Context: an optimization exercise on an open-source flow, tuned for small area, a short achievable clock period and few clock cycles per item. The choices shown serve that exercise and are no tape-out recipe. Where RTL was checked, it was by simulation tests only, not by an equivalence proof against the original. Only the layout flow was run in runs 2 and 3; the RTL was not checked for function there. No activity file was given, so power comes from the tool's default toggle rates.

==> flow/design.v (outline; a module is shown in full before it is edited, if it fits) <==
// module mult_diya_fp32: 1807 lines
// module mult_fa: 4 lines
// module mult_fa1: 4 lines
// module mult_ha: 4 lines
// module g_aoi21: 3 lines
// module g_aoi22: 3 lines
// module g_inv: 3 lines
// module g_mux2i: 3 lines
// module g_nand2: 3 lines
// module g_nand3: 3 lines
// module g_nand4: 3 lines
// module g_nor2: 3 lines
// module g_nor3: 3 lines
// module g_oai21: 3 lines
// module g_oai22: 3 lines
// module g_xor2: 3 lines
module mult_diya_fp32 (
   input  logic        clk,
   input  logic        nRST,
   input  logic        valid_in,
   input  logic [31:0] data1,
   input  logic [31:0] data2,
   output logic [31:0] result,
   output logic        valid_out
);
  // ...
==> flow/flow/run.sh <==
#!/bin/bash
# Standard layout, with plain buffers (instead of the default delay-cell
# buffers) on the ports. Every port still gets its own buffer.
set -euo pipefail
export BUFFER_PORTS_ARGS="-buffer_cell sky130_fd_sc_hd__buf_2"
bash standard.sh > standard.log 2>&1
==> flow/standard.sh <==
#!/bin/bash
# synth_recipe.tcl (not shown) runs the flow's synth.tcl, then flattens the netlist and writes it again
# the make line also repeats each setting of config.mk as NAME=value (left out here)
make -C /OpenROAD-flow-scripts/flow DESIGN_CONFIG=/design/flow/config.mk WORK_HOME=/design/flow/orfs CLKGATE_MAP_FILE= SYNTH_SCRIPT=/design/flow/synth_recipe.tcl "${@:-finish}"
==> flow/config.mk <==
export PLATFORM = sky130hd
export DESIGN_NAME = mult_diya_fp32
export DESIGN_NICKNAME = mult_diya_fp32
export VERILOG_FILES = /design/flow/design.v
export SDC_FILE = /design/flow/constraint.sdc
export NUM_CORES = 4
export LEC_CHECK = 0
export CAP_MARGIN = 20
export CORE_MARGIN = 2
export CORE_UTILIZATION = 40
export SLEW_MARGIN = 20
export SYNTH_HIERARCHICAL = 1
export SYNTH_MINIMUM_KEEP_SIZE = 0
==> flow/constraint.sdc <==
create_clock -name core_clock -period 14.0 [get_ports {clk}]
set_input_delay 2.8000 -clock core_clock [delete_from_list [all_inputs] [get_ports {clk}]]
set_output_delay 2.8000 -clock core_clock [all_outputs]
set_load 0.01 [all_outputs]
==> results.yml, run 1 <==
run_status:
  status: "complete, no violations"
final_layout:
  fill_cells: 5351
  reg_top3: "r2_cv: 36 flops, r2_sv: 36 flops, r4_res: 32 flops"
  syn_to_final_growth_pct: 10.2
  multi_input_comb_cells: 1801
  multi_input_area_share_pct: 65.1
  nClkBuffers: 37
  regArea_mm2: 0.00491
  final-clk-cell-share_pct: 4.08
  stdcell_count: 3227
grt:
  grtUsageMet1_pct: 29.7
worst_setup_path:
  critPathMaxFanout: 24
  ff2ff_setup_slack_ps: 9820
  cpPeakStageDelay_ps: 1120
  crit_type: "reg2reg"
pwr:
  power.largest_group: "combinational cells"
  p_clk_share_pct: 14.7
  netSwitchingPower_mw: 2.38
  seq_cell_power_mw: 1.21
  vdd_drop_max_mv: 0.108
clock_tree:
  cts_resized: 0
  cts_hold_buf: 0
placement:
  hpwl_mm: 41.9
sta:
  setup_viol: 0
  finalSetupTns_ps: 0
  finalWorstSetupSlack_ps: 9820
  max_freq_mhz: 239
drt:
  wl_met3_mm: 5.51
  drtPass1Iterations: 6
  top_layer: "met4"
floorplanning:
  io_pins: 100
Testbench counts, summed over its fixed seeds: cycles 16,024, items 16,000.
==> run 2: changes to the inputs <==
--- a/flow/design.v
+++ b/flow/design.v
@@ -1034,4 +1034,9 @@
    end
-   logic [25:0] hs_d;
-   logic        lz_d;
+   logic [9:0] e1_3;
+   logic       kill0_d, kill1_d;
+   assign e1_3 = r2_e + 10'd1;
+   assign kill0_d = r2_nan ? r2_cnan : (~r2_e[9] & (r2_e[8] | (&r2_e[7:0]))) | r2_e[9] | (r2_e == 10'd0);
+   assign kill1_d = r2_nan ? r2_cnan : (~e1_3[9] & (e1_3[8] | (&e1_3[7:0]))) | e1_3[9] | (e1_3 == 10'd0);
+   logic [22:0] m_d;
+   logic        rup_d, kill_d, norm_d;
    logic n3_1, n3_2, n3_3, n3_4, n3_5, n3_6, n3_7, n3_8, n3_9, n3_10, n3_11, n3_12, n3_13, n3_14, n3_15, n3_16;
@@ -1059,3 +1064,6 @@
    logic n3_353, n3_354, n3_355, n3_356, n3_357, n3_358, n3_359, n3_360, n3_361, n3_362, n3_363, n3_364, n3_365, n3_366, n3_367, n3_368;
-   logic n3_369, n3_370, n3_371;
+   logic n3_369, n3_370, n3_371, n3_372, n3_373, n3_374, n3_375, n3_376, n3_377, n3_378, n3_379, n3_380, n3_381, n3_382, n3_383, n3_384;
+   logic n3_385, n3_386, n3_387, n3_388, n3_389, n3_390, n3_391, n3_392, n3_393, n3_394, n3_395, n3_396, n3_397, n3_398, n3_399, n3_400;
+   logic n3_401, n3_402, n3_403, n3_404, n3_405, n3_406, n3_407, n3_408, n3_409, n3_410, n3_411, n3_412, n3_413, n3_414, n3_415, n3_416;
+   logic n3_417, n3_418;
    g_nand2 u_n3_1 (.a(r2_sv[12]), .b(r2_cv[12]), .y(n3_1));
@@ -1420,47 +1428,88 @@
    g_xor2 u_n3_360 (.a(n3_108), .b(n3_359), .y(n3_360));
-   g_inv u_n3_361 (.a(n3_302), .y(n3_361));
-   assign hs_d[0] = n3_361;
-   assign hs_d[1] = n3_304;
-   g_inv u_n3_362 (.a(n3_307), .y(n3_362));
-   assign hs_d[2] = n3_362;
-   assign hs_d[3] = n3_310;
-   assign hs_d[4] = n3_312;
-   g_inv u_n3_363 (.a(n3_314), .y(n3_363));
-   assign hs_d[5] = n3_363;
-   assign hs_d[6] = n3_316;
-   g_inv u_n3_364 (.a(n3_319), .y(n3_364));
-   assign hs_d[7] = n3_364;
-   g_inv u_n3_365 (.a(n3_321), .y(n3_365));
-   assign hs_d[8] = n3_365;
-   assign hs_d[9] = n3_324;
-   assign hs_d[10] = n3_326;
-   assign hs_d[11] = n3_328;
-   assign hs_d[12] = n3_331;
-   assign hs_d[13] = n3_333;
-   assign hs_d[14] = n3_336;
-   assign hs_d[15] = n3_338;
-   assign hs_d[16] = n3_340;
-   g_inv u_n3_366 (.a(n3_343), .y(n3_366));
-   assign hs_d[17] = n3_366;
-   assign hs_d[18] = n3_345;
-   g_inv u_n3_367 (.a(n3_347), .y(n3_367));
-   assign hs_d[19] = n3_367;
-   g_inv u_n3_368 (.a(n3_350), .y(n3_368));
-   assign hs_d[20] = n3_368;
-   assign hs_d[21] = n3_352;
-   g_inv u_n3_369 (.a(n3_354), .y(n3_369));
-   assign hs_d[22] = n3_369;
-   assign hs_d[23] = n3_356;
-   assign hs_d[24] = n3_358;
-   g_inv u_n3_370 (.a(n3_360), .y(n3_370));
-   assign hs_d[25] = n3_370;
-   g_inv u_n3_371 (.a(n3_126), .y(n3_371));
-   assign lz_d = n3_371;
-   logic [9:0] e1_3;
-   logic       kill0_d, kill1_d;
-   assign e1_3 = r2_e + 10'd1;
-   assign kill0_d = r2_nan ? r2_cnan : (~r2_e[9] & (r2_e[8] | (&r2_e[7:0]))) | r2_e[9] | (r2_e == 10'd0);
-   assign kill1_d = r2_nan ? r2_cnan : (~e1_3[9] & (e1_3[8] | (&e1_3[7:0]))) | e1_3[9] | (e1_3 == 10'd0);
-   logic        r3_v, r3_nan, r3_s, r3_lz, r3_kill0, r3_kill1;
-   logic [25:0] r3_hs;
+   g_inv u_n3_361 (.a(n3_126), .y(n3_361));
+   g_nand3 u_n3_362 (.a(n3_302), .b(n3_361), .c(n3_307), .y(n3_362));
+   g_nand2 u_n3_363 (.a(n3_304), .b(n3_362), .y(n3_363));
+   g_nor2 u_n3_364 (.a(n3_126), .b(n3_304), .y(n3_364));
+   g_nor2 u_n3_365 (.a(n3_302), .b(n3_364), .y(n3_365));
+   g_inv u_n3_366 (.a(n3_360), .y(n3_366));
+   g_inv u_n3_367 (.a(n3_366), .y(n3_367));
+   g_inv u_n3_368 (.a(n3_366), .y(n3_368));
+   g_inv u_n3_369 (.a(n3_366), .y(n3_369));
+   g_inv u_n3_370 (.a(n3_366), .y(n3_370));
+   g_inv u_n3_371 (.a(n3_367), .y(n3_371));
+   g_inv u_n3_372 (.a(n3_307), .y(n3_372));
+   g_mux2 u_n3_373 (.a(n3_304), .b(n3_372), .s(n3_371), .y(n3_373));
+   assign m_d[0] = n3_373;
+   g_mux2 u_n3_374 (.a(n3_372), .b(n3_310), .s(n3_371), .y(n3_374));
+   assign m_d[1] = n3_374;
+   g_mux2i u_n3_375 (.a(n3_310), .b(n3_312), .s(n3_371), .y(n3_375));
+   g_inv u_n3_376 (.a(n3_375), .y(n3_376));
+   assign m_d[2] = n3_376;
+   g_inv u_n3_377 (.a(n3_314), .y(n3_377));
+   g_mux2 u_n3_378 (.a(n3_312), .b(n3_377), .s(n3_371), .y(n3_378));
+   assign m_d[3] = n3_378;
+   g_mux2 u_n3_379 (.a(n3_377), .b(n3_316), .s(n3_371), .y(n3_379));
+   assign m_d[4] = n3_379;
+   g_inv u_n3_380 (.a(n3_319), .y(n3_380));
+   g_mux2 u_n3_381 (.a(n3_316), .b(n3_380), .s(n3_371), .y(n3_381));
+   assign m_d[5] = n3_381;
+   g_inv u_n3_382 (.a(n3_368), .y(n3_382));
+   g_mux2i u_n3_383 (.a(n3_319), .b(n3_321), .s(n3_382), .y(n3_383));
+   assign m_d[6] = n3_383;
+   g_inv u_n3_384 (.a(n3_321), .y(n3_384));
+   g_mux2 u_n3_385 (.a(n3_384), .b(n3_324), .s(n3_382), .y(n3_385));
+   assign m_d[7] = n3_385;
+   g_mux2i u_n3_386 (.a(n3_324), .b(n3_326), .s(n3_382), .y(n3_386));
+   g_inv u_n3_387 (.a(n3_386), .y(n3_387));
+   assign m_d[8] = n3_387;
+   g_mux2i u_n3_388 (.a(n3_326), .b(n3_328), .s(n3_382), .y(n3_388));
+   g_inv u_n3_389 (.a(n3_388), .y(n3_389));
+   assign m_d[9] = n3_389;
+   g_mux2i u_n3_390 (.a(n3_328), .b(n3_331), .s(n3_382), .y(n3_390));
+   g_inv u_n3_391 (.a(n3_390), .y(n3_391));
+   assign m_d[10] = n3_391;
+   g_mux2i u_n3_392 (.a(n3_331), .b(n3_333), .s(n3_382), .y(n3_392));
+   g_inv u_n3_393 (.a(n3_392), .y(n3_393));
+   assign m_d[11] = n3_393;
+   g_inv u_n3_394 (.a(n3_369), .y(n3_394));
+   g_mux2i u_n3_395 (.a(n3_333), .b(n3_336), .s(n3_394), .y(n3_395));
+   g_inv u_n3_396 (.a(n3_395), .y(n3_396));
+   assign m_d[12] = n3_396;
+   g_mux2i u_n3_397 (.a(n3_336), .b(n3_338), .s(n3_394), .y(n3_397));
+   g_inv u_n3_398 (.a(n3_397), .y(n3_398));
+   assign m_d[13] = n3_398;
+   g_mux2i u_n3_399 (.a(n3_338), .b(n3_340), .s(n3_394), .y(n3_399));
+   g_inv u_n3_400 (.a(n3_399), .y(n3_400));
+   assign m_d[14] = n3_400;
+   g_inv u_n3_401 (.a(n3_343), .y(n3_401));
+   g_mux2 u_n3_402 (.a(n3_340), .b(n3_401), .s(n3_394), .y(n3_402));
+   assign m_d[15] = n3_402;
+   g_mux2 u_n3_403 (.a(n3_401), .b(n3_345), .s(n3_394), .y(n3_403));
+   assign m_d[16] = n3_403;
+   g_inv u_n3_404 (.a(n3_347), .y(n3_404));
+   g_mux2 u_n3_405 (.a(n3_345), .b(n3_404), .s(n3_394), .y(n3_405));
+   assign m_d[17] = n3_405;
+   g_inv u_n3_406 (.a(n3_370), .y(n3_406));
+   g_mux2i u_n3_407 (.a(n3_347), .b(n3_350), .s(n3_406), .y(n3_407));
+   assign m_d[18] = n3_407;
+   g_inv u_n3_408 (.a(n3_350), .y(n3_408));
+   g_mux2 u_n3_409 (.a(n3_408), .b(n3_352), .s(n3_406), .y(n3_409));
+   assign m_d[19] = n3_409;
+   g_inv u_n3_410 (.a(n3_354), .y(n3_410));
+   g_mux2 u_n3_411 (.a(n3_352), .b(n3_410), .s(n3_406), .y(n3_411));
+   assign m_d[20] = n3_411;
+   g_mux2 u_n3_412 (.a(n3_410), .b(n3_356), .s(n3_406), .y(n3_412));
+   assign m_d[21] = n3_412;
+   g_mux2i u_n3_413 (.a(n3_356), .b(n3_358), .s(n3_406), .y(n3_413));
+   g_inv u_n3_414 (.a(n3_413), .y(n3_414));
+   assign m_d[22] = n3_414;
+   g_inv u_n3_415 (.a(n3_363), .y(n3_415));
+   g_mux2 u_n3_416 (.a(n3_365), .b(n3_415), .s(n3_406), .y(n3_416));
+   assign rup_d = n3_416;
+   g_mux2i u_n3_417 (.a(kill0_d), .b(kill1_d), .s(n3_406), .y(n3_417));
+   g_inv u_n3_418 (.a(n3_417), .y(n3_418));
+   assign kill_d = n3_418;
+   assign norm_d = n3_366;
+   logic        r3_v, r3_nan, r3_s, r3_rup, r3_kill, r3_norm;
+   logic [22:0] r3_m;
    logic [9:0]  r3_e;
@@ -1472,8 +1521,8 @@
       r3_nan  <= r2_nan;
-      r3_kill0 <= kill0_d;
-      r3_kill1 <= kill1_d;
+      r3_kill <= kill_d;
+      r3_rup  <= rup_d;
+      r3_norm <= norm_d;
       r3_s    <= r2_s;
       r3_e    <= r2_e;
-      r3_hs   <= hs_d;
-      r3_lz   <= lz_d;
+      r3_m    <= m_d;
    end
@@ -1493,2 +1542,5 @@
    assign f2 = (r3_nan | ovf2) ? 8'hFF : (unf2 ? 8'h00 : e2[7:0]);
+   logic [7:0] g0, g1;
+   assign g0 = r3_norm ? f1 : f0;
+   assign g1 = r3_norm ? f2 : f1;
    logic [31:0] result_d;
@@ -1502,294 +1554,175 @@
    logic n4_113, n4_114, n4_115, n4_116, n4_117, n4_118, n4_119, n4_120, n4_121, n4_122, n4_123, n4_124, n4_125, n4_126, n4_127, n4_128;
-   logic n4_129, n4_130, n4_131, n4_132, n4_133, n4_134, n4_135, n4_136, n4_137, n4_138, n4_139, n4_140, n4_141, n4_142, n4_143, n4_144;
-   logic n4_145, n4_146, n4_147, n4_148, n4_149, n4_150, n4_151, n4_152, n4_153, n4_154, n4_155, n4_156, n4_157, n4_158, n4_159, n4_160;
-   logic n4_161, n4_162, n4_163, n4_164, n4_165, n4_166, n4_167, n4_168, n4_169, n4_170, n4_171, n4_172, n4_173, n4_174, n4_175, n4_176;
-   logic n4_177, n4_178, n4_179, n4_180, n4_181, n4_182, n4_183, n4_184, n4_185, n4_186, n4_187, n4_188, n4_189, n4_190, n4_191, n4_192;
-   logic n4_193, n4_194, n4_195, n4_196, n4_197, n4_198, n4_199, n4_200, n4_201, n4_202, n4_203, n4_204, n4_205, n4_206, n4_207, n4_208;
-   logic n4_209, n4_210, n4_211, n4_212, n4_213, n4_214, n4_215, n4_216, n4_217, n4_218, n4_219, n4_220, n4_221, n4_222, n4_223, n4_224;
-   logic n4_225, n4_226, n4_227, n4_228, n4_229, n4_230, n4_231, n4_232, n4_233, n4_234, n4_235, n4_236, n4_237, n4_238, n4_239, n4_240;
-   logic n4_241, n4_242, n4_243, n4_244, n4_245, n4_246, n4_247, n4_248, n4_249, n4_250, n4_251, n4_252, n4_253;
-   g_inv u_n4_1 (.a(r3_lz), .y(n4_1));
-   g_nor3 u_n4_2 (.a(r3_hs[0]), .b(n4_1), .c(r3_hs[2]), .y(n4_2));
-   g_inv u_n4_3 (.a(n4_2), .y(n4_3));
-   g_nand2 u_n4_4 (.a(r3_hs[1]), .b(n4_3), .y(n4_4));
-   g_inv u_n4_5 (.a(r3_hs[1]), .y(n4_5));
-   g_nand2 u_n4_6 (.a(r3_lz), .b(n4_5), .y(n4_6));
-   g_nand2 u_n4_7 (.a(r3_hs[0]), .b(n4_6), .y(n4_7));
-   g_inv u_n4_8 (.a(n4_4), .y(n4_8));
-   g_nand2 u_n4_9 (.a(r3_hs[2]), .b(n4_8), .y(n4_9));
-   g_nand2 u_n4_10 (.a(r3_hs[4]), .b(r3_hs[3]), .y(n4_10));
-   g_nand2 u_n4_11 (.a(r3_hs[6]), .b(r3_hs[5]), .y(n4_11));
-   g_nand2 u_n4_12 (.a(r3_hs[8]), .b(r3_hs[7]), .y(n4_12));
-   g_nand2 u_n4_13 (.a(r3_hs[10]), .b(r3_hs[9]), .y(n4_13));
-   g_nand2 u_n4_14 (.a(r3_hs[12]), .b(r3_hs[11]), .y(n4_14));
-   g_nand2 u_n4_15 (.a(r3_hs[14]), .b(r3_hs[13]), .y(n4_15));
-   g_nand2 u_n4_16 (.a(r3_hs[16]), .b(r3_hs[15]), .y(n4_16));
-   g_nand2 u_n4_17 (.a(r3_hs[18]), .b(r3_hs[17]), .y(n4_17));
-   g_nand2 u_n4_18 (.a(r3_hs[20]), .b(r3_hs[19]), .y(n4_18));
-   g_nand2 u_n4_19 (.a(r3_hs[22]), .b(r3_hs[21]), .y(n4_19));
-   g_nand2 u_n4_20 (.a(r3_hs[24]), .b(r3_hs[23]), .y(n4_20));
-   g_inv u_n4_21 (.a(n4_9), .y(n4_21));
-   g_nand2 u_n4_22 (.a(r3_hs[3]), .b(n4_21), .y(n4_22));
-   g_nor2 u_n4_23 (.a(n4_10), .b(n4_9), .y(n4_23));
-   g_inv u_n4_24 (.a(n4_11), .y(n4_24));
-   g_nand2 u_n4_25 (.a(r3_hs[7]), .b(n4_24), .y(n4_25));
-   g_nor2 u_n4_26 (.a(n4_12), .b(n4_11), .y(n4_26));
-   g_inv u_n4_27 (.a(n4_13), .y(n4_27));
-   g_nand2 u_n4_28 (.a(r3_hs[11]), .b(n4_27), .y(n4_28));
-   g_nor2 u_n4_29 (.a(n4_14), .b(n4_13), .y(n4_29));
-   g_inv u_n4_30 (.a(n4_15), .y(n4_30));
-   g_nand2 u_n4_31 (.a(r3_hs[15]), .b(n4_30), .y(n4_31));
-   g_nor2 u_n4_32 (.a(n4_16), .b(n4_15), .y(n4_32));
+   logic n4_129, n4_130, n4_131, n4_132, n4_133, n4_134, n4_135, n4_136, n4_137, n4_138, n4_139, n4_140, n4_141;
+   g_nand2 u_n4_1 (.a(r3_m[0]), .b(r3_rup), .y(n4_1));
+   g_nand2 u_n4_2 (.a(r3_m[2]), .b(r3_m[1]), .y(n4_2));
+   g_nand2 u_n4_3 (.a(r3_m[4]), .b(r3_m[3]), .y(n4_3));
+   g_nand2 u_n4_4 (.a(r3_m[6]), .b(r3_m[5]), .y(n4_4));
+   g_nand2 u_n4_5 (.a(r3_m[8]), .b(r3_m[7]), .y(n4_5));
+   g_nand2 u_n4_6 (.a(r3_m[10]), .b(r3_m[9]), .y(n4_6));
+   g_nand2 u_n4_7 (.a(r3_m[12]), .b(r3_m[11]), .y(n4_7));
+   g_nand2 u_n4_8 (.a(r3_m[14]), .b(r3_m[13]), .y(n4_8));
+   g_nand2 u_n4_9 (.a(r3_m[16]), .b(r3_m[15]), .y(n4_9));
+   g_nand2 u_n4_10 (.a(r3_m[18]), .b(r3_m[17]), .y(n4_10));
+   g_nand2 u_n4_11 (.a(r3_m[20]), .b(r3_m[19]), .y(n4_11));
+   g_nand2 u_n4_12 (.a(r3_m[22]), .b(r3_m[21]), .y(n4_12));
+   g_inv u_n4_13 (.a(n4_1), .y(n4_13));
+   g_nand2 u_n4_14 (.a(r3_m[1]), .b(n4_13), .y(n4_14));
+   g_nor2 u_n4_15 (.a(n4_2), .b(n4_1), .y(n4_15));
+   g_inv u_n4_16 (.a(n4_3), .y(n4_16));
+   g_nand2 u_n4_17 (.a(r3_m[5]), .b(n4_16), .y(n4_17));
+   g_nor2 u_n4_18 (.a(n4_4), .b(n4_3), .y(n4_18));
+   g_inv u_n4_19 (.a(n4_5), .y(n4_19));
+   g_nand2 u_n4_20 (.a(r3_m[9]), .b(n4_19), .y(n4_20));
+   g_nor2 u_n4_21 (.a(n4_6), .b(n4_5), .y(n4_21));
+   g_inv u_n4_22 (.a(n4_7), .y(n4_22));
+   g_nand2 u_n4_23 (.a(r3_m[13]), .b(n4_22), .y(n4_23));
+   g_nor2 u_n4_24 (.a(n4_8), .b(n4_7), .y(n4_24));
+   g_inv u_n4_25 (.a(n4_9), .y(n4_25));
+   g_nand2 u_n4_26 (.a(r3_m[17]), .b(n4_25), .y(n4_26));
+   g_nor2 u_n4_27 (.a(n4_10), .b(n4_9), .y(n4_27));
+   g_inv u_n4_28 (.a(n4_11), .y(n4_28));
+   g_nand2 u_n4_29 (.a(r3_m[21]), .b(n4_28), .y(n4_29));
+   g_nor2 u_n4_30 (.a(n4_12), .b(n4_11), .y(n4_30));
+   g_nand2 u_n4_31 (.a(r3_m[3]), .b(n4_15), .y(n4_31));
+   g_nand2 u_n4_32 (.a(n4_16), .b(n4_15), .y(n4_32));
    g_inv u_n4_33 (.a(n4_17), .y(n4_33));
-   g_nand2 u_n4_34 (.a(r3_hs[19]), .b(n4_33), .y(n4_34));
-   g_nor2 u_n4_35 (.a(n4_18), .b(n4_17), .y(n4_35));
-   g_inv u_n4_36 (.a(n4_19), .y(n4_36));
-   g_nand2 u_n4_37 (.a(r3_hs[23]), .b(n4_36), .y(n4_37));
-   g_nor2 u_n4_38 (.a(n4_20), .b(n4_19), .y(n4_38));
-   g_nand2 u_n4_39 (.a(r3_hs[5]), .b(n4_23), .y(n4_39));
-   g_nand2 u_n4_40 (.a(n4_24), .b(n4_23), .y(n4_40));
-   g_inv u_n4_41 (.a(n4_25), .y(n4_41));
-   g_nand2 u_n4_42 (.a(n4_41), .b(n4_23), .y(n4_42));
-   g_nand2 u_n4_43 (.a(n4_26), .b(n4_23), .y(n4_43));
-   g_nand2 u_n4_44 (.a(r3_hs[13]), .b(n4_29), .y(n4_44));
-   g_nand2 u_n4_45 (.a(n4_30), .b(n4_29), .y(n4_45));
-   g_inv u_n4_46 (.a(n4_31), .y(n4_46));
-   g_nand2 u_n4_47 (.a(n4_46), .b(n4_29), .y(n4_47));
-   g_nand2 u_n4_48 (.a(n4_32), .b(n4_29), .y(n4_48));
-   g_nand2 u_n4_49 (.a(r3_hs[21]), .b(n4_35), .y(n4_49));
-   g_nand2 u_n4_50 (.a(n4_36), .b(n4_35), .y(n4_50));
-   g_inv u_n4_51 (.a(n4_37), .y(n4_51));
-   g_nand2 u_n4_52 (.a(n4_51), .b(n4_35), .y(n4_52));
-   g_nand2 u_n4_53 (.a(n4_38), .b(n4_35), .y(n4_53));
-   g_inv u_n4_54 (.a(n4_43), .y(n4_54));
-   g_nand2 u_n4_55 (.a(r3_hs[9]), .b(n4_54), .y(n4_55));
-   g_nor2 u_n4_56 (.a(n4_13), .b(n4_43), .y(n4_56));
-   g_nor2 u_n4_57 (.a(n4_28), .b(n4_43), .y(n4_57));
-   g_nand2 u_n4_58 (.a(n4_29), .b(n4_54), .y(n4_58));
-   g_nor2 u_n4_59 (.a(n4_44), .b(n4_43), .y(n4_59));
-   g_nor2 u_n4_60 (.a(n4_45), .b(n4_43), .y(n4_60));
-   g_nor2 u_n4_61 (.a(n4_47), .b(n4_43), .y(n4_61));
-   g_nor2 u_n4_62 (.a(n4_48), .b(n4_43), .y(n4_62));
-   g_nand2 u_n4_63 (.a(r3_hs[17]), .b(n4_62), .y(n4_63));
-   g_nand2 u_n4_64 (.a(n4_33), .b(n4_62), .y(n4_64));
-   g_inv u_n4_65 (.a(n4_34), .y(n4_65));
-   g_nand2 u_n4_66 (.a(n4_65), .b(n4_62), .y(n4_66));
-   g_nand2 u_n4_67 (.a(n4_35), .b(n4_62), .y(n4_67));
-   g_inv u_n4_68 (.a(n4_49), .y(n4_68));
-   g_nand2 u_n4_69 (.a(n4_68), .b(n4_62), .y(n4_69));
-   g_inv u_n4_70 (.a(n4_50), .y(n4_70));
-   g_nand2 u_n4_71 (.a(n4_70), .b(n4_62), .y(n4_71));
-   g_inv u_n4_72 (.a(n4_52), .y(n4_72));
-   g_nand2 u_n4_73 (.a(n4_72), .b(n4_62), .y(n4_73));
-   g_inv u_n4_74 (.a(n4_53), .y(n4_74));
-   g_nand2 u_n4_75 (.a(n4_74), .b(n4_62), .y(n4_75));
-   g_xor2 u_n4_76 (.a(r3_hs[2]), .b(n4_4), .y(n4_76));
-   g_xor2 u_n4_77 (.a(r3_hs[3]), .b(n4_9), .y(n4_77));
-   g_xor2 u_n4_78 (.a(r3_hs[4]), .b(n4_22), .y(n4_78));
-   g_xor2 u_n4_79 (.a(r3_hs[5]), .b(n4_23), .y(n4_79));
-   g_xor2 u_n4_80 (.a(r3_hs[6]), .b(n4_39), .y(n4_80));
-   g_xor2 u_n4_81 (.a(r3_hs[7]), .b(n4_40), .y(n4_81));
-   g_xor2 u_n4_82 (.a(r3_hs[8]), .b(n4_42), .y(n4_82));
-   g_xor2 u_n4_83 (.a(r3_hs[9]), .b(n4_43), .y(n4_83));
-   g_xor2 u_n4_84 (.a(r3_hs[10]), .b(n4_55), .y(n4_84));
-   g_xor2 u_n4_85 (.a(r3_hs[11]), .b(n4_56), .y(n4_85));
-   g_xor2 u_n4_86 (.a(r3_hs[12]), .b(n4_57), .y(n4_86));
-   g_xor2 u_n4_87 (.a(r3_hs[13]), .b(n4_58), .y(n4_87));
-   g_xor2 u_n4_88 (.a(r3_hs[14]), .b(n4_59), .y(n4_88));
-   g_xor2 u_n4_89 (.a(r3_hs[15]), .b(n4_60), .y(n4_89));
-   g_xor2 u_n4_90 (.a(r3_hs[16]), .b(n4_61), .y(n4_90));
-   g_xor2 u_n4_91 (.a(r3_hs[17]), .b(n4_62), .y(n4_91));
-   g_xor2 u_n4_92 (.a(r3_hs[18]), .b(n4_63), .y(n4_92));
-   g_xor2 u_n4_93 (.a(r3_hs[19]), .b(n4_64), .y(n4_93));
-   g_xor2 u_n4_94 (.a(r3_hs[20]), .b(n4_66), .y(n4_94));
-   g_xor2 u_n4_95 (.a(r3_hs[21]), .b(n4_67), .y(n4_95));
-   g_xor2 u_n4_96 (.a(r3_hs[22]), .b(n4_69), .y(n4_96));
-   g_xor2 u_n4_97 (.a(r3_hs[23]), .b(n4_71), .y(n4_97));
-   g_xor2 u_n4_98 (.a(r3_hs[24]), .b(n4_73), .y(n4_98));
-   g_inv u_n4_99 (.a(n4_7), .y(n4_99));
-   g_nand2 u_n4_100 (.a(r3_hs[1]), .b(n4_99), .y(n4_100));
-   g_nand2 u_n4_101 (.a(r3_hs[3]), .b(r3_hs[2]), .y(n4_101));
-   g_nand2 u_n4_102 (.a(r3_hs[5]), .b(r3_hs[4]), .y(n4_102));
-   g_nand2 u_n4_103 (.a(r3_hs[7]), .b(r3_hs[6]), .y(n4_103));
-   g_nand2 u_n4_104 (.a(r3_hs[9]), .b(r3_hs[8]), .y(n4_104));
-   g_nand2 u_n4_105 (.a(r3_hs[11]), .b(r3_hs[10]), .y(n4_105));
-   g_nand2 u_n4_106 (.a(r3_hs[13]), .b(r3_hs[12]), .y(n4_106));
-   g_nand2 u_n4_107 (.a(r3_hs[15]), .b(r3_hs[14]), .y(n4_107));
-   g_nand2 u_n4_108 (.a(r3_hs[17]), .b(r3_hs[16]), .y(n4_108));
-   g_nand2 u_n4_109 (.a(r3_hs[19]), .b(r3_hs[18]), .y(n4_109));
-   g_nand2 u_n4_110 (.a(r3_hs[21]), .b(r3_hs[20]), .y(n4_110));
-   g_nand2 u_n4_111 (.a(r3_hs[23]), .b(r3_hs[22]), .y(n4_111));
-   g_inv u_n4_112 (.a(n4_100), .y(n4_112));
-   g_nand2 u_n4_113 (.a(r3_hs[2]), .b(n4_112), .y(n4_113));
-   g_nor2 u_n4_114 (.a(n4_101), .b(n4_100), .y(n4_114));
-   g_inv u_n4_115 (.a(n4_102), .y(n4_115));
-   g_nand2 u_n4_116 (.a(r3_hs[6]), .b(n4_115), .y(n4_116));
-   g_nor2 u_n4_117 (.a(n4_103), .b(n4_102), .y(n4_117));
-   g_inv u_n4_118 (.a(n4_104), .y(n4_118));
-   g_nand2 u_n4_119 (.a(r3_hs[10]), .b(n4_118), .y(n4_119));
-   g_nor2 u_n4_120 (.a(n4_105), .b(n4_104), .y(n4_120));
-   g_inv u_n4_121 (.a(n4_106), .y(n4_121));
-   g_nand2 u_n4_122 (.a(r3_hs[14]), .b(n4_121), .y(n4_122));
-   g_nor2 u_n4_123 (.a(n4_107), .b(n4_106), .y(n4_123));
-   g_inv u_n4_124 (.a(n4_108), .y(n4_124));
-   g_nand2 u_n4_125 (.a(r3_hs[18]), .b(n4_124), .y(n4_125));
-   g_nor2 u_n4_126 (.a(n4_109), .b(n4_108), .y(n4_126));
-   g_inv u_n4_127 (.a(n4_110), .y(n4_127));
-   g_nand2 u_n4_128 (.a(r3_hs[22]), .b(n4_127), .y(n4_128));
-   g_nor2 u_n4_129 (.a(n4_111), .b(n4_110), .y(n4_129));
-   g_nand2 u_n4_130 (.a(r3_hs[4]), .b(n4_114), .y(n4_130));
-   g_nand2 u_n4_131 (.a(n4_115), .b(n4_114), .y(n4_131));
-   g_inv u_n4_132 (.a(n4_116), .y(n4_132));
-   g_nand2 u_n4_133 (.a(n4_132), .b(n4_114), .y(n4_133));
-   g_nand2 u_n4_134 (.a(n4_117), .b(n4_114), .y(n4_134));
-   g_nand2 u_n4_135 (.a(r3_hs[12]), .b(n4_120), .y(n4_135));
-   g_nand2 u_n4_136 (.a(n4_121), .b(n4_120), .y(n4_136));
-   g_inv u_n4_137 (.a(n4_122), .y(n4_137));
-   g_nand2 u_n4_138 (.a(n4_137), .b(n4_120), .y(n4_138));
-   g_nand2 u_n4_139 (.a(n4_123), .b(n4_120), .y(n4_139));
-   g_nand2 u_n4_140 (.a(r3_hs[20]), .b(n4_126), .y(n4_140));
-   g_nand2 u_n4_141 (.a(n4_127), .b(n4_126), .y(n4_141));
-   g_inv u_n4_142 (.a(n4_128), .y(n4_142));
-   g_nand2 u_n4_143 (.a(n4_142), .b(n4_126), .y(n4_143));
-   g_nand2 u_n4_144 (.a(n4_129), .b(n4_126), .y(n4_144));
-   g_inv u_n4_145 (.a(n4_134), .y(n4_145));
-   g_nand2 u_n4_146 (.a(r3_hs[8]), .b(n4_145), .y(n4_146));
-   g_nor2 u_n4_147 (.a(n4_104), .b(n4_134), .y(n4_147));
-   g_nor2 u_n4_148 (.a(n4_119), .b(n4_134), .y(n4_148));
-   g_nand2 u_n4_149 (.a(n4_120), .b(n4_145), .y(n4_149));
-   g_nor2 u_n4_150 (.a(n4_135), .b(n4_134), .y(n4_150));
-   g_nor2 u_n4_151 (.a(n4_136), .b(n4_134), .y(n4_151));
-   g_nor2 u_n4_152 (.a(n4_138), .b(n4_134), .y(n4_152));
-   g_nor2 u_n4_153 (.a(n4_139), .b(n4_134), .y(n4_153));
-   g_nand2 u_n4_154 (.a(r3_hs[16]), .b(n4_153), .y(n4_154));
-   g_nand2 u_n4_155 (.a(n4_124), .b(n4_153), .y(n4_155));
-   g_inv u_n4_156 (.a(n4_125), .y(n4_156));
-   g_nand2 u_n4_157 (.a(n4_156), .b(n4_153), .y(n4_157));
-   g_nand2 u_n4_158 (.a(n4_126), .b(n4_153), .y(n4_158));
-   g_inv u_n4_159 (.a(n4_140), .y(n4_159));
-   g_nand2 u_n4_160 (.a(n4_159), .b(n4_153), .y(n4_160));
-   g_inv u_n4_161 (.a(n4_141), .y(n4_161));
-   g_nand2 u_n4_162 (.a(n4_161), .b(n4_153), .y(n4_162));
-   g_inv u_n4_163 (.a(n4_143), .y(n4_163));
-   g_nand2 u_n4_164 (.a(n4_163), .b(n4_153), .y(n4_164));
-   g_inv u_n4_165 (.a(n4_144), .y(n4_165));
-   g_nand2 u_n4_166 (.a(n4_165), .b(n4_153), .y(n4_166));
-   g_xor2 u_n4_167 (.a(r3_hs[1]), .b(n4_7), .y(n4_167));
-   g_xor2 u_n4_168 (.a(r3_hs[2]), .b(n4_100), .y(n4_168));
-   g_xor2 u_n4_169 (.a(r3_hs[3]), .b(n4_113), .y(n4_169));
-   g_xor2 u_n4_170 (.a(r3_hs[4]), .b(n4_114), .y(n4_170));
-   g_xor2 u_n4_171 (.a(r3_hs[5]), .b(n4_130), .y(n4_171));
-   g_xor2 u_n4_172 (.a(r3_hs[6]), .b(n4_131), .y(n4_172));
-   g_xor2 u_n4_173 (.a(r3_hs[7]), .b(n4_133), .y(n4_173));
-   g_xor2 u_n4_174 (.a(r3_hs[8]), .b(n4_134), .y(n4_174));
-   g_xor2 u_n4_175 (.a(r3_hs[9]), .b(n4_146), .y(n4_175));
-   g_xor2 u_n4_176 (.a(r3_hs[10]), .b(n4_147), .y(n4_176));
-   g_xor2 u_n4_177 (.a(r3_hs[11]), .b(n4_148), .y(n4_177));
-   g_xor2 u_n4_178 (.a(r3_hs[12]), .b(n4_149), .y(n4_178));
-   g_xor2 u_n4_179 (.a(r3_hs[13]), .b(n4_150), .y(n4_179));
-   g_xor2 u_n4_180 (.a(r3_hs[14]), .b(n4_151), .y(n4_180));
-   g_xor2 u_n4_181 (.a(r3_hs[15]), .b(n4_152), .y(n4_181));
-   g_xor2 u_n4_182 (.a(r3_hs[16]), .b(n4_153), .y(n4_182));
-   g_xor2 u_n4_183 (.a(r3_hs[17]), .b(n4_154), .y(n4_183));
-   g_xor2 u_n4_184 (.a(r3_hs[18]), .b(n4_155), .y(n4_184));
-   g_xor2 u_n4_185 (.a(r3_hs[19]), .b(n4_157), .y(n4_185));
-   g_xor2 u_n4_186 (.a(r3_hs[20]), .b(n4_158), .y(n4_186));
-   g_xor2 u_n4_187 (.a(r3_hs[21]), .b(n4_160), .y(n4_187));
-   g_xor2 u_n4_188 (.a(r3_hs[22]), .b(n4_162), .y(n4_188));
-   g_xor2 u_n4_189 (.a(r3_hs[23]), .b(n4_164), .y(n4_189));
-   g_mux2i u_n4_190 (.a(r3_kill0), .b(r3_kill1), .s(r3_hs[25]), .y(n4_190));
-   g_nand2 u_n4_191 (.a(r3_hs[25]), .b(n4_190), .y(n4_191));
-   g_inv u_n4_192 (.a(n4_190), .y(n4_192));
-   g_nor3 u_n4_193 (.a(r3_hs[25]), .b(n4_192), .c(r3_nan), .y(n4_193));
-   g_inv u_n4_194 (.a(n4_193), .y(n4_194));
-   g_oai22 u_n4_195 (.a(n4_191), .b(n4_76), .c(n4_194), .d(n4_167), .y(n4_195));
-   assign result_d[0] = n4_195;
-   g_oai22 u_n4_196 (.a(n4_191), .b(n4_77), .c(n4_194), .d(n4_168), .y(n4_196));
-   assign result_d[1] = n4_196;
-   g_oai22 u_n4_197 (.a(n4_191), .b(n4_78), .c(n4_194), .d(n4_169), .y(n4_197));
-   assign result_d[2] = n4_197;
-   g_inv u_n4_198 (.a(n4_191), .y(n4_198));
-   g_aoi22 u_n4_199 (.a(n4_198), .b(n4_79), .c(n4_193), .d(n4_170), .y(n4_199));
-   g_inv u_n4_200 (.a(n4_199), .y(n4_200));
-   assign result_d[3] = n4_200;
-   g_oai22 u_n4_201 (.a(n4_191), .b(n4_80), .c(n4_194), .d(n4_171), .y(n4_201));
-   assign result_d[4] = n4_201;
-   g_oai22 u_n4_202 (.a(n4_191), .b(n4_81), .c(n4_194), .d(n4_172), .y(n4_202));
-   assign result_d[5] = n4_202;
-   g_oai22 u_n4_203 (.a(n4_191), .b(n4_82), .c(n4_194), .d(n4_173), .y(n4_203));
-   assign result_d[6] = n4_203;
-   g_oai22 u_n4_204 (.a(n4_191), .b(n4_83), .c(n4_194), .d(n4_174), .y(n4_204));
-   assign result_d[7] = n4_204;
-   g_oai22 u_n4_205 (.a(n4_191), .b(n4_84), .c(n4_194), .d(n4_175), .y(n4_205));
-   assign result_d[8] = n4_205;
-   g_aoi22 u_n4_206 (.a(n4_198), .b(n4_85), .c(n4_193), .d(n4_176), .y(n4_206));
-   g_inv u_n4_207 (.a(n4_206), .y(n4_207));
-   assign result_d[9] = n4_207;
-   g_aoi22 u_n4_208 (.a(n4_198), .b(n4_86), .c(n4_193), .d(n4_177), .y(n4_208));
-   g_inv u_n4_209 (.a(n4_208), .y(n4_209));
-   assign result_d[10] = n4_209;
-   g_oai22 u_n4_210 (.a(n4_191), .b(n4_87), .c(n4_194), .d(n4_178), .y(n4_210));
-   assign result_d[11] = n4_210;
-   g_aoi22 u_n4_211 (.a(n4_198), .b(n4_88), .c(n4_193), .d(n4_179), .y(n4_211));
-   g_inv u_n4_212 (.a(n4_211), .y(n4_212));
-   assign result_d[12] = n4_212;
-   g_aoi22 u_n4_213 (.a(n4_198), .b(n4_89), .c(n4_193), .d(n4_180), .y(n4_213));
-   g_inv u_n4_214 (.a(n4_213), .y(n4_214));
-   assign result_d[13] = n4_214;
-   g_aoi22 u_n4_215 (.a(n4_198), .b(n4_90), .c(n4_193), .d(n4_181), .y(n4_215));
-   g_inv u_n4_216 (.a(n4_215), .y(n4_216));
-   assign result_d[14] = n4_216;
-   g_aoi22 u_n4_217 (.a(n4_198), .b(n4_91), .c(n4_193), .d(n4_182), .y(n4_217));
-   g_inv u_n4_218 (.a(n4_217), .y(n4_218));
-   assign result_d[15] = n4_218;
-   g_oai22 u_n4_219 (.a(n4_191), .b(n4_92), .c(n4_194), .d(n4_183), .y(n4_219));
-   assign result_d[16] = n4_219;
-   g_oai22 u_n4_220 (.a(n4_191), .b(n4_93), .c(n4_194), .d(n4_184), .y(n4_220));
-   assign result_d[17] = n4_220;
-   g_oai22 u_n4_221 (.a(n4_191), .b(n4_94), .c(n4_194), .d(n4_185), .y(n4_221));
-   assign result_d[18] = n4_221;
-   g_oai22 u_n4_222 (.a(n4_191), .b(n4_95), .c(n4_194), .d(n4_186), .y(n4_222));
-   assign result_d[19] = n4_222;
-   g_oai22 u_n4_223 (.a(n4_191), .b(n4_96), .c(n4_194), .d(n4_187), .y(n4_223));
-   assign result_d[20] = n4_223;
-   g_oai22 u_n4_224 (.a(n4_191), .b(n4_97), .c(n4_194), .d(n4_188), .y(n4_224));
-   assign result_d[21] = n4_224;
-   g_oai22 u_n4_225 (.a(n4_191), .b(n4_98), .c(n4_194), .d(n4_189), .y(n4_225));
-   g_nor2 u_n4_226 (.a(n4_225), .b(r3_nan), .y(n4_226));
-   g_inv u_n4_227 (.a(n4_226), .y(n4_227));
-   assign result_d[22] = n4_227;
-   g_inv u_n4_228 (.a(n4_166), .y(n4_228));
-   g_mux2i u_n4_229 (.a(f0[0]), .b(f1[0]), .s(n4_228), .y(n4_229));
-   g_inv u_n4_230 (.a(n4_75), .y(n4_230));
-   g_mux2i u_n4_231 (.a(f1[0]), .b(f2[0]), .s(n4_230), .y(n4_231));
-   g_mux2i u_n4_232 (.a(n4_229), .b(n4_231), .s(r3_hs[25]), .y(n4_232));
-   assign result_d[23] = n4_232;
-   g_mux2i u_n4_233 (.a(f0[1]), .b(f1[1]), .s(n4_228), .y(n4_233));
-   g_mux2i u_n4_234 (.a(f1[1]), .b(f2[1]), .s(n4_230), .y(n4_234));
-   g_mux2i u_n4_235 (.a(n4_233), .b(n4_234), .s(r3_hs[25]), .y(n4_235));
-   assign result_d[24] = n4_235;
-   g_mux2i u_n4_236 (.a(f0[2]), .b(f1[2]), .s(n4_228), .y(n4_236));
-   g_mux2i u_n4_237 (.a(f1[2]), .b(f2[2]), .s(n4_230), .y(n4_237));
-   g_mux2i u_n4_238 (.a(n4_236), .b(n4_237), .s(r3_hs[25]), .y(n4_238));
-   assign result_d[25] = n4_238;
-   g_mux2i u_n4_239 (.a(f0[3]), .b(f1[3]), .s(n4_228), .y(n4_239));
-   g_mux2i u_n4_240 (.a(f1[3]), .b(f2[3]), .s(n4_230), .y(n4_240));
-   g_mux2i u_n4_241 (.a(n4_239), .b(n4_240), .s(r3_hs[25]), .y(n4_241));
-   assign result_d[26] = n4_241;
-   g_mux2i u_n4_242 (.a(f0[4]), .b(f1[4]), .s(n4_228), .y(n4_242));
-   g_mux2i u_n4_243 (.a(f1[4]), .b(f2[4]), .s(n4_230), .y(n4_243));
-   g_mux2i u_n4_244 (.a(n4_242), .b(n4_243), .s(r3_hs[25]), .y(n4_244));
-   assign result_d[27] = n4_244;
-   g_mux2i u_n4_245 (.a(f0[5]), .b(f1[5]), .s(n4_228), .y(n4_245));
-   g_mux2i u_n4_246 (.a(f1[5]), .b(f2[5]), .s(n4_230), .y(n4_246));
-   g_mux2i u_n4_247 (.a(n4_245), .b(n4_246), .s(r3_hs[25]), .y(n4_247));
-   assign result_d[28] = n4_247;
-   g_mux2i u_n4_248 (.a(f0[6]), .b(f1[6]), .s(n4_228), .y(n4_248));
-   g_mux2i u_n4_249 (.a(f1[6]), .b(f2[6]), .s(n4_230), .y(n4_249));
-   g_mux2i u_n4_250 (.a(n4_248), .b(n4_249), .s(r3_hs[25]), .y(n4_250));
-   assign result_d[29] = n4_250;
-   g_mux2i u_n4_251 (.a(f0[7]), .b(f1[7]), .s(n4_228), .y(n4_251));
-   g_mux2i u_n4_252 (.a(f1[7]), .b(f2[7]), .s(n4_230), .y(n4_252));
-   g_mux2i u_n4_253 (.a(n4_251), .b(n4_252), .s(r3_hs[25]), .y(n4_253));
-   assign result_d[30] = n4_253;
+   g_nand2 u_n4_34 (.a(n4_33), .b(n4_15), .y(n4_34));
+   g_nand2 u_n4_35 (.a(n4_18), .b(n4_15), .y(n4_35));
+   g_nand2 u_n4_36 (.a(r3_m[11]), .b(n4_21), .y(n4_36));
+   g_nand2 u_n4_37 (.a(n4_22), .b(n4_21), .y(n4_37));
+   g_inv u_n4_38 (.a(n4_23), .y(n4_38));
+   g_nand2 u_n4_39 (.a(n4_38), .b(n4_21), .y(n4_39));
+   g_nand2 u_n4_40 (.a(n4_24), .b(n4_21), .y(n4_40));
+   g_nand2 u_n4_41 (.a(r3_m[19]), .b(n4_27), .y(n4_41));
+   g_nand2 u_n4_42 (.a(n4_28), .b(n4_27), .y(n4_42));
+   g_inv u_n4_43 (.a(n4_29), .y(n4_43));
+   g_nand2 u_n4_44 (.a(n4_43), .b(n4_27), .y(n4_44));
+   g_nand2 u_n4_45 (.a(n4_30), .b(n4_27), .y(n4_45));
+   g_inv u_n4_46 (.a(n4_35), .y(n4_46));
+   g_nand2 u_n4_47 (.a(r3_m[7]), .b(n4_46), .y(n4_47));
+   g_nor2 u_n4_48 (.a(n4_5), .b(n4_35), .y(n4_48));
+   g_nor2 u_n4_49 (.a(n4_20), .b(n4_35), .y(n4_49));
+   g_nand2 u_n4_50 (.a(n4_21), .b(n4_46), .y(n4_50));
+   g_nor2 u_n4_51 (.a(n4_36), .b(n4_35), .y(n4_51));
+   g_nor2 u_n4_52 (.a(n4_37), .b(n4_35), .y(n4_52));
+   g_nor2 u_n4_53 (.a(n4_39), .b(n4_35), .y(n4_53));
+   g_nor2 u_n4_54 (.a(n4_40), .b(n4_35), .y(n4_54));
+   g_nand2 u_n4_55 (.a(r3_m[15]), .b(n4_54), .y(n4_55));
+   g_nand2 u_n4_56 (.a(n4_25), .b(n4_54), .y(n4_56));
+   g_inv u_n4_57 (.a(n4_26), .y(n4_57));
+   g_nand2 u_n4_58 (.a(n4_57), .b(n4_54), .y(n4_58));
+   g_nand2 u_n4_59 (.a(n4_27), .b(n4_54), .y(n4_59));
+   g_inv u_n4_60 (.a(n4_41), .y(n4_60));
+   g_nand2 u_n4_61 (.a(n4_60), .b(n4_54), .y(n4_61));
+   g_inv u_n4_62 (.a(n4_42), .y(n4_62));
+   g_nand2 u_n4_63 (.a(n4_62), .b(n4_54), .y(n4_63));
+   g_inv u_n4_64 (.a(n4_44), .y(n4_64));
+   g_nand2 u_n4_65 (.a(n4_64), .b(n4_54), .y(n4_65));
+   g_inv u_n4_66 (.a(n4_45), .y(n4_66));
+   g_nand2 u_n4_67 (.a(n4_66), .b(n4_54), .y(n4_67));
+   g_xor2 u_n4_68 (.a(r3_m[0]), .b(r3_rup), .y(n4_68));
+   g_inv u_n4_69 (.a(r3_kill), .y(n4_69));
+   g_nand2 u_n4_70 (.a(n4_69), .b(n4_68), .y(n4_70));
+   g_inv u_n4_71 (.a(n4_70), .y(n4_71));
+   assign result_d[0] = n4_71;
+   g_xor2 u_n4_72 (.a(r3_m[1]), .b(n4_1), .y(n4_72));
+   g_nor2 u_n4_73 (.a(r3_kill), .b(n4_72), .y(n4_73));
+   assign result_d[1] = n4_73;
+   g_xor2 u_n4_74 (.a(r3_m[2]), .b(n4_14), .y(n4_74));
+   g_nor2 u_n4_75 (.a(r3_kill), .b(n4_74), .y(n4_75));
+   assign result_d[2] = n4_75;
+   g_xor2 u_n4_76 (.a(r3_m[3]), .b(n4_15), .y(n4_76));
+   g_nand2 u_n4_77 (.a(n4_69), .b(n4_76), .y(n4_77));
+   g_inv u_n4_78 (.a(n4_77), .y(n4_78));
+   assign result_d[3] = n4_78;
+   g_xor2 u_n4_79 (.a(r3_m[4]), .b(n4_31), .y(n4_79));
+   g_nor2 u_n4_80 (.a(r3_kill), .b(n4_79), .y(n4_80));
+   assign result_d[4] = n4_80;
+   g_xor2 u_n4_81 (.a(r3_m[5]), .b(n4_32), .y(n4_81));
+   g_nor2 u_n4_82 (.a(r3_kill), .b(n4_81), .y(n4_82));
+   assign result_d[5] = n4_82;
+   g_xor2 u_n4_83 (.a(r3_m[6]), .b(n4_34), .y(n4_83));
+   g_nor2 u_n4_84 (.a(r3_kill), .b(n4_83), .y(n4_84));
+   assign result_d[6] = n4_84;
+   g_xor2 u_n4_85 (.a(r3_m[7]), .b(n4_35), .y(n4_85));
+   g_nor2 u_n4_86 (.a(r3_kill), .b(n4_85), .y(n4_86));
+   assign result_d[7] = n4_86;
+   g_xor2 u_n4_87 (.a(r3_m[8]), .b(n4_47), .y(n4_87));
+   g_nor2 u_n4_88 (.a(r3_kill), .b(n4_87), .y(n4_88));
+   assign result_d[8] = n4_88;
+   g_xor2 u_n4_89 (.a(r3_m[9]), .b(n4_48), .y(n4_89));
+   g_nand2 u_n4_90 (.a(n4_69), .b(n4_89), .y(n4_90));
+   g_inv u_n4_91 (.a(n4_90), .y(n4_91));
+   assign result_d[9] = n4_91;
+   g_xor2 u_n4_92 (.a(r3_m[10]), .b(n4_49), .y(n4_92));
+   g_nand2 u_n4_93 (.a(n4_69), .b(n4_92), .y(n4_93));
+   g_inv u_n4_94 (.a(n4_93), .y(n4_94));
+   assign result_d[10] = n4_94;
+   g_xor2 u_n4_95 (.a(r3_m[11]), .b(n4_50), .y(n4_95));
+   g_nor2 u_n4_96 (.a(r3_kill), .b(n4_95), .y(n4_96));
+   assign result_d[11] = n4_96;
+   g_xor2 u_n4_97 (.a(r3_m[12]), .b(n4_51), .y(n4_97));
+   g_nand2 u_n4_98 (.a(n4_69), .b(n4_97), .y(n4_98));
+   g_inv u_n4_99 (.a(n4_98), .y(n4_99));
+   assign result_d[12] = n4_99;
+   g_xor2 u_n4_100 (.a(r3_m[13]), .b(n4_52), .y(n4_100));
+   g_nand2 u_n4_101 (.a(n4_69), .b(n4_100), .y(n4_101));
+   g_inv u_n4_102 (.a(n4_101), .y(n4_102));
+   assign result_d[13] = n4_102;
+   g_xor2 u_n4_103 (.a(r3_m[14]), .b(n4_53), .y(n4_103));
+   g_nand2 u_n4_104 (.a(n4_69), .b(n4_103), .y(n4_104));
+   g_inv u_n4_105 (.a(n4_104), .y(n4_105));
+   assign result_d[14] = n4_105;
+   g_xor2 u_n4_106 (.a(r3_m[15]), .b(n4_54), .y(n4_106));
+   g_nand2 u_n4_107 (.a(n4_69), .b(n4_106), .y(n4_107));
+   g_inv u_n4_108 (.a(n4_107), .y(n4_108));
+   assign result_d[15] = n4_108;
+   g_xor2 u_n4_109 (.a(r3_m[16]), .b(n4_55), .y(n4_109));
+   g_nor2 u_n4_110 (.a(r3_kill), .b(n4_109), .y(n4_110));
+   assign result_d[16] = n4_110;
+   g_xor2 u_n4_111 (.a(r3_m[17]), .b(n4_56), .y(n4_111));
+   g_nor2 u_n4_112 (.a(r3_kill), .b(n4_111), .y(n4_112));
+   assign result_d[17] = n4_112;
+   g_xor2 u_n4_113 (.a(r3_m[18]), .b(n4_58), .y(n4_113));
+   g_nor2 u_n4_114 (.a(r3_kill), .b(n4_113), .y(n4_114));
+   assign result_d[18] = n4_114;
+   g_xor2 u_n4_115 (.a(r3_m[19]), .b(n4_59), .y(n4_115));
+   g_nor2 u_n4_116 (.a(r3_kill), .b(n4_115), .y(n4_116));
+   assign result_d[19] = n4_116;
+   g_xor2 u_n4_117 (.a(r3_m[20]), .b(n4_61), .y(n4_117));
+   g_nor2 u_n4_118 (.a(r3_kill), .b(n4_117), .y(n4_118));
+   assign result_d[20] = n4_118;
+   g_xor2 u_n4_119 (.a(r3_m[21]), .b(n4_63), .y(n4_119));
+   g_nor2 u_n4_120 (.a(r3_kill), .b(n4_119), .y(n4_120));
+   assign result_d[21] = n4_120;
+   g_xor2 u_n4_121 (.a(r3_m[22]), .b(n4_65), .y(n4_121));
+   g_nor2 u_n4_122 (.a(r3_kill), .b(n4_121), .y(n4_122));
+   g_nor2 u_n4_123 (.a(n4_122), .b(r3_nan), .y(n4_123));
+   g_inv u_n4_124 (.a(n4_123), .y(n4_124));
+   assign result_d[22] = n4_124;
+   g_inv u_n4_125 (.a(n4_67), .y(n4_125));
+   g_mux2i u_n4_126 (.a(g0[0]), .b(g1[0]), .s(n4_125), .y(n4_126));
+   g_inv u_n4_127 (.a(n4_126), .y(n4_127));
+   assign result_d[23] = n4_127;
+   g_mux2i u_n4_128 (.a(g0[1]), .b(g1[1]), .s(n4_125), .y(n4_128));
+   g_inv u_n4_129 (.a(n4_128), .y(n4_129));
+   assign result_d[24] = n4_129;
+   g_mux2i u_n4_130 (.a(g0[2]), .b(g1[2]), .s(n4_125), .y(n4_130));
+   g_inv u_n4_131 (.a(n4_130), .y(n4_131));
+   assign result_d[25] = n4_131;
+   g_mux2i u_n4_132 (.a(g0[3]), .b(g1[3]), .s(n4_125), .y(n4_132));
+   g_inv u_n4_133 (.a(n4_132), .y(n4_133));
+   assign result_d[26] = n4_133;
+   g_mux2i u_n4_134 (.a(g0[4]), .b(g1[4]), .s(n4_125), .y(n4_134));
+   g_inv u_n4_135 (.a(n4_134), .y(n4_135));
+   assign result_d[27] = n4_135;
+   g_mux2i u_n4_136 (.a(g0[5]), .b(g1[5]), .s(n4_125), .y(n4_136));
+   g_inv u_n4_137 (.a(n4_136), .y(n4_137));
+   assign result_d[28] = n4_137;
+   g_mux2i u_n4_138 (.a(g0[6]), .b(g1[6]), .s(n4_125), .y(n4_138));
+   g_inv u_n4_139 (.a(n4_138), .y(n4_139));
+   assign result_d[29] = n4_139;
+   g_mux2i u_n4_140 (.a(g0[7]), .b(g1[7]), .s(n4_125), .y(n4_140));
+   g_inv u_n4_141 (.a(n4_140), .y(n4_141));
+   assign result_d[30] = n4_141;
    assign result_d[31] = r3_s;
@@ -1822,5 +1755,2 @@
 endmodule
-module g_aoi22 (input logic a, b, c, d, output logic y);
-   assign y = ~((a & b) | (c & d));
-endmodule
 module g_inv (input logic a, output logic y);
@@ -1828,2 +1758,5 @@
 endmodule
+module g_mux2 (input logic a, b, s, output logic y);
+   assign y = s ? b : a;
+endmodule
 module g_mux2i (input logic a, b, s, output logic y);
@@ -1849,5 +1782,2 @@
 endmodule
-module g_oai22 (input logic a, b, c, d, output logic y);
-   assign y = ~((a | b) & (c | d));
-endmodule
 module g_xor2 (input logic a, b, output logic y);
--- a/flow/config.mk
+++ b/flow/config.mk
@@ -9,3 +9,3 @@
 export CORE_MARGIN = 2
-export CORE_UTILIZATION = 40
+export CORE_UTILIZATION = 65
 export SLEW_MARGIN = 20
==> results.yml, run 2 <==
drt:
  drt-met1-wl_mm: 23.7
  wl_met3_mm: 6.93
  wl_per_cell_um: 20.3
  drtPass1Iterations: 8
  postRouteAntennaNets: 0
  wl_mm: 57.9
  viasPerCell: 6.04
  drt_iter0_markers: 1560
  via_count: 17300
  top_layer: "met4"
  drcViolationCount: 0
  wl_met2_mm: 25.7
grt:
  grt_start_max_net_pins: 32
  grt_usage_pct: 33.1
  first_global_vias: 17500
  grt_pass1_wl_mm: 92.6
  overflow: 0
  antenna_found_initial: 0
worst_setup_path:
  ff2ff_setup_slack_ps: 9830
  crit_arrival_ps: 4630
  r2r_end: "r2_cv[27]"
  r2r_cells: 7
  critPathMaxFanout: 24
  worstPathRequired_ps: 14460
  crit_type: "reg2reg"
  startpoint_type: "flip-flop"
  endpoint_kind: "flip-flop"
  rr_startpoint: "r1_two[2]"
yosys:
  syn_inst: 2353
  syn_area_mm2: 0.0219
  syn_avg_cell_area_um2: 9.32
  ys_warn_count: 7
  syn_nets: 2739
run_status:
  status: "complete, no violations"
floorplanning:
  dieArea_mm2: 0.0352
  core_area_mm2: 0.0334
  initial_core_util_pct: 65.7
  rows: 67
  die_width_um: 188
  io_pins: 100
  die_h_um: 188
sta:
  finalSetupTns_ps: 0
  max_slew_margin_pct: 20.2
  hold_viol: 0
  min_period_over_period_pct: 29.8
  setup_viol: 0
  hold_ws_ps: 326
  fin_skew_ps: 13.5
  max_freq_mhz: 240
  slew_viol_final: 0
  finalWorstSetupSlack_ps: 9830
  rsz0062_at_grt: "no"
  worstMarginPinSlew_ps: 1200
  period_needed_ps: 4170
pwr:
  vdd_drop_max_mv: 0.199
  p_int_mw: 3.07
  p_clk_share_pct: 14.2
  p_seq_share_pct: 21.1
  cellPowerDensity_mw_per_mm2: 234
  netSwitchingFraction_pct: 44.9
  combPwrFrac_pct: 64.7
  leakage_nw: 9.97
  netSwitchingPower_mw: 2.50
hold_path:
  min_from: "r1_s"
  min_path_cells: 0
  whs_endpoint: "r2_s"
  hold_class: "reg2reg"
clock_tree:
  clockBufferDepth: 3
  cts_root_buf: "clkbuf_16"
  cts_resized: 0
  cts_tree: "done"
  htreeDepth: 1
  cts.sinks: 241
  cts_hold_buf: 0
  clk_latency_ps: 580
  numCtsBuffers: 27
  path_clk_slew_ps: 60
  cts_setup_buffers: 0
final_layout:
  fill_cells: 2598
  nNetsFinal: 2772
  reg_top3: "r2_cv: 36 flops, r2_sv: 36 flops, r4_res: 32 flops"
  regArea_mm2: 0.00485
  final_cell_mix: "xnor2_1 (310), a22oi_1 (270), fa_1 (256)"
  layout-drive-gt1-share_pct: 10.9
  syn_to_final_growth_pct: 8.57
  layout_commonest_cell: "xnor2_1"
  multi_input_area_mm2: 0.0157
  num_antenna_cells: 0
placement:
  gp_congestion: 0.972
  port_buffers: 99
  hpwl_mm: 39.3
  dp_slack_ps: 9430
run:
  cap_violations: 0
## run 2: how the worst max path moves through the flow
stage | start | cells after the start | end
floorplan | data2[28] | 6 | r1_s
global placement | data2[1] | 7 | r1_s
detailed placement | data2[25] | 7 | r1_two[0]
CTS | r1_x[22] | 7 | r2_cv[27]
global route | r1_two[0] | 12 | r2_zk
finish | r1_two[2] | 7 | r2_cv[27]
## run 2: power groups by stage
stage	combinational, mW	clock (mW)	sequential [mW]
4_1_cts	3.59	0.806	1.17
5_1_grt	4.06	0.837	1.20
3_5_place_dp	3.57	0	1.18
2_1_floorplan	2.68	0	1.16
6_report	3.61	0.791	1.18
3_3_place_gp	3.46	0	1.18
## run 2: critical path, stage by stage (launching register included)
cell and delay [ps]:
dfxtp_1 1080, a22oi_1 230, xnor2_1 230, fa_1 540, fa_1 610, fa_1 430
fa_1 530, fa_1 400
## run 2: per-stage QoR
stage,power (mW),std cells,cell area (µm²),utilization (%)
3_5_place_dp,4.75,2805,22800,68.3
5_1_grt,6.10,2855,23800,71.3
2_1_floorplan,3.83,2353,21900,-
6_report,5.57,2855,23800,71.3
3_3_place_gp,4.63,2805,22800,68.3
4_1_cts,5.57,2855,23800,71.3
## run 2: area by class of cell
class / instances / share of cell area [%]
Multi-Input combinational cell: 1738 / 65.8
Sequential cell: 241 / 20.4
Inverter: 231 / 3.64
Timing Repair Buffer: 147 / 3.60
Clock buffer: 30 / 2.97
Tap cell: 448 / 2.36
Clock inverter: 20 / 1.28
## run 2: layer usage
layer | vias up | global-route usage, %
met3 | 157 | 8.14
met4 | 0 | 10.4
met1 | 8270 | 45.8
met5 | - | 0
li1 | 7802 | -
met2 | 1026 | 51.3
==> run 3: changes to the inputs <==
--- a/flow/config.mk
+++ b/flow/config.mk
@@ -10,3 +10,3 @@
 export CORE_UTILIZATION = 65
-export SLEW_MARGIN = 20
+export SLEW_MARGIN = 60
 export SYNTH_HIERARCHICAL = 1
==> results.yml, run 3 <==
sta:
  setup_viol: 0
  hold_viol: 0
  hold_ws_ps: 327
  worstMarginPinSlew_ps: 612
  finalSetupTns_ps: 0
  max_slew_margin_pct: 59.2
  fin_skew_ps: 22.7
  period_needed_ps: 4030
  finalWorstSetupSlack_ps: 9970
  slew_viol_final: 0
  min_period_over_period_pct: 28.8
  rsz0062_at_grt: "no"
  max_freq_mhz: 248
floorplanning:
  dieArea_mm2: 0.0352
  die_width_um: 188
  rows: 67
  die_h_um: 188
  initial_core_util_pct: 65.7
  core_area_mm2: 0.0334
  io_pins: 100
grt:
  grt_start_max_net_pins: 32
  first_global_vias: 17500
  grt_usage_pct: 32.9
  overflow: 0
  grt_pass1_wl_mm: 92.5
  antenna_found_initial: 0
placement:
  gp_congestion: 0.972
  hpwl_mm: 39.3
  dp_slack_ps: 9420
  port_buffers: 99
pwr:
  vdd_drop_max_mv: 0.188
  combPwrFrac_pct: 65.6
  power_mw: 5.51
  p_seq_share_pct: 21.3
  netSwitchingPower_mw: 2.50
  p_clk_share_pct: 13.1
  netSwitchingFraction_pct: 45.4
  cellPowerDensity_mw_per_mm2: 232
  p_int_mw: 3.01
  leakage_nw: 9.94
clock_tree:
  clockBufferDepth: 3
  numCtsBuffers: 26
  htreeDepth: 1
  clk_latency_ps: 570
  cts.sinks: 241
  cts_tree: "done"
  cts_resized: 0
  cts_root_buf: "clkbuf_16"
  cts_hold_buf: 0
  cts_setup_buffers: 0
  path_clk_slew_ps: 60
yosys:
  ys_warn_count: 7
  syn_inst: 2353
  syn_avg_cell_area_um2: 9.32
  syn_area_mm2: 0.0219
  syn_nets: 2739
drt:
  via_count: 17300
  wl_mm: 57.7
  drt_iter0_markers: 1494
  viasPerCell: 6.07
  postRouteAntennaNets: 0
  drcViolationCount: 0
  drtPass1Iterations: 8
  wl_per_cell_um: 20.2
worst_setup_path:
  crit_arrival_ps: 4500
  crit_type: "in2reg"
  ff2ff_setup_slack_ps: 10250
  worstPathRequired_ps: 14470
  endpoint_kind: "flip-flop"
  critPathMaxFanout: 23
  startpoint_type: "primary input"
final_layout:
  final_cell_mix: "xnor2_1 (308), a22oi_1 (270), fa_1 (256)"
  nNetsFinal: 2771
  num_antenna_cells: 0
  layout-drive-gt1-share_pct: 11.4
  layout_commonest_cell: "xnor2_1"
  reg_top3: "r2_cv: 36 flops, r2_sv: 36 flops, r4_res: 32 flops"
  syn_to_final_growth_pct: 8.42
run:
  cap_violations: 0
hold_path:
  hold_class: "reg2reg"
run_status:
  status: "complete, no violations"
## run 3: final timing paths
| path | startpoint | endpoint | cells after the start |
|---|---|---|---|
| min in group asynchronous | nRST | r1_v | 1 |
| min | r1_s | r2_s | 0 |
| max reg2reg | r1_one[4] | r2_cv[24] | 7 |
| min reg2reg | r1_s | r2_s | 0 |
| max | data2[29] | r1_two[0] | 7 |
| max in group asynchronous | nRST | r4_v | 1 |
## run 3: power by group through the flow
| stage | registers [mW] | clock network, mW | logic [mW] |
|---|---|---|---|
| finish | 1.17 | 0.721 | 3.62 |
| global route | 1.20 | 0.763 | 4.08 |
| CTS | 1.17 | 0.737 | 3.61 |
| detailed placement | 1.18 | 0 | 3.58 |
| global placement | 1.18 | 0 | 3.46 |
| floorplan | 1.16 | 0 | 2.68 |
## run 3: layer usage
metal  global-route usage, %  routed length, µm  vias to the layer above
met4                    11.1               1680                        0
met2                    51.1              25600                     1053
met5                       0                  0                        -
met3                    7.80               6860                      158
met1                    45.5              23600                     8293
li1                        -                  -                     7809
## run 3: cell type report
cell class,instances,area (µm²)
clock inverters,13,145
repair buffers,147,856
multi-input cells,1738,15700
well taps,448,561
inverters,231,867
fillers,2632,9600
flip-flops and latches,241,4870
clock buffers,35,787
## run 3: per-stage QoR
stage	util, %	cell area [µm²]	cells
after floorplan	-	21900	2353
after global placement	68.3	22800	2805
after detailed placement	68.4	22800	2805
after CTS	71.2	23700	2853
after global routing	71.2	23800	2853
final	71.2	23800	2853
## run 3: critical path, cell delays in order
cell and delay, ps:
buf_2 110, nand4_1 100, nor2_1 300, or2_2 490
inv_1 320, and2_1 250, nor2b_1 130

static timing again, ports no longer ideal:
Ports are ideal in the flow. The routed layouts listed here were re-timed in OpenROAD.
Step 1 (the two cells are an assumption about what drives the block):
set clk [get_ports {clk}]
set_driving_cell -lib_cell sky130_fd_sc_hd__clkbuf_16 $clk
set_driving_cell -lib_cell sky130_fd_sc_hd__buf_2 [delete_from_list [all_inputs] $clk]
Step 2 also shifts input and output timing later by t, the mid clock arrival at the registers, as if the neighbouring blocks saw the same clock.
Three values: ideal, step 1, step 2; two values: the first two.
| run | shift t [ns] | setup WS [ns] | clock arrival spread, ns | cell pins on the clock port's net |
|---|---|---|---|---|
| run 1 | 0.651 | 9.825 / 9.825 / 9.522 | 0.035 / 0.035 | 1 |
| run 2 | 0.628 | 9.826 / 9.826 / 9.389 | 0.014 / 0.014 | 1 |
| run 3 | 0.625 | 9.971 / 10.009 / 9.385 | 0.029 / 0.029 | 1 |
After both steps setup and hold are still met in every run listed. For run 3, which loses most, drivers alone change the setup slack by +0.038 ns; drivers and shift together by -0.586 ns.
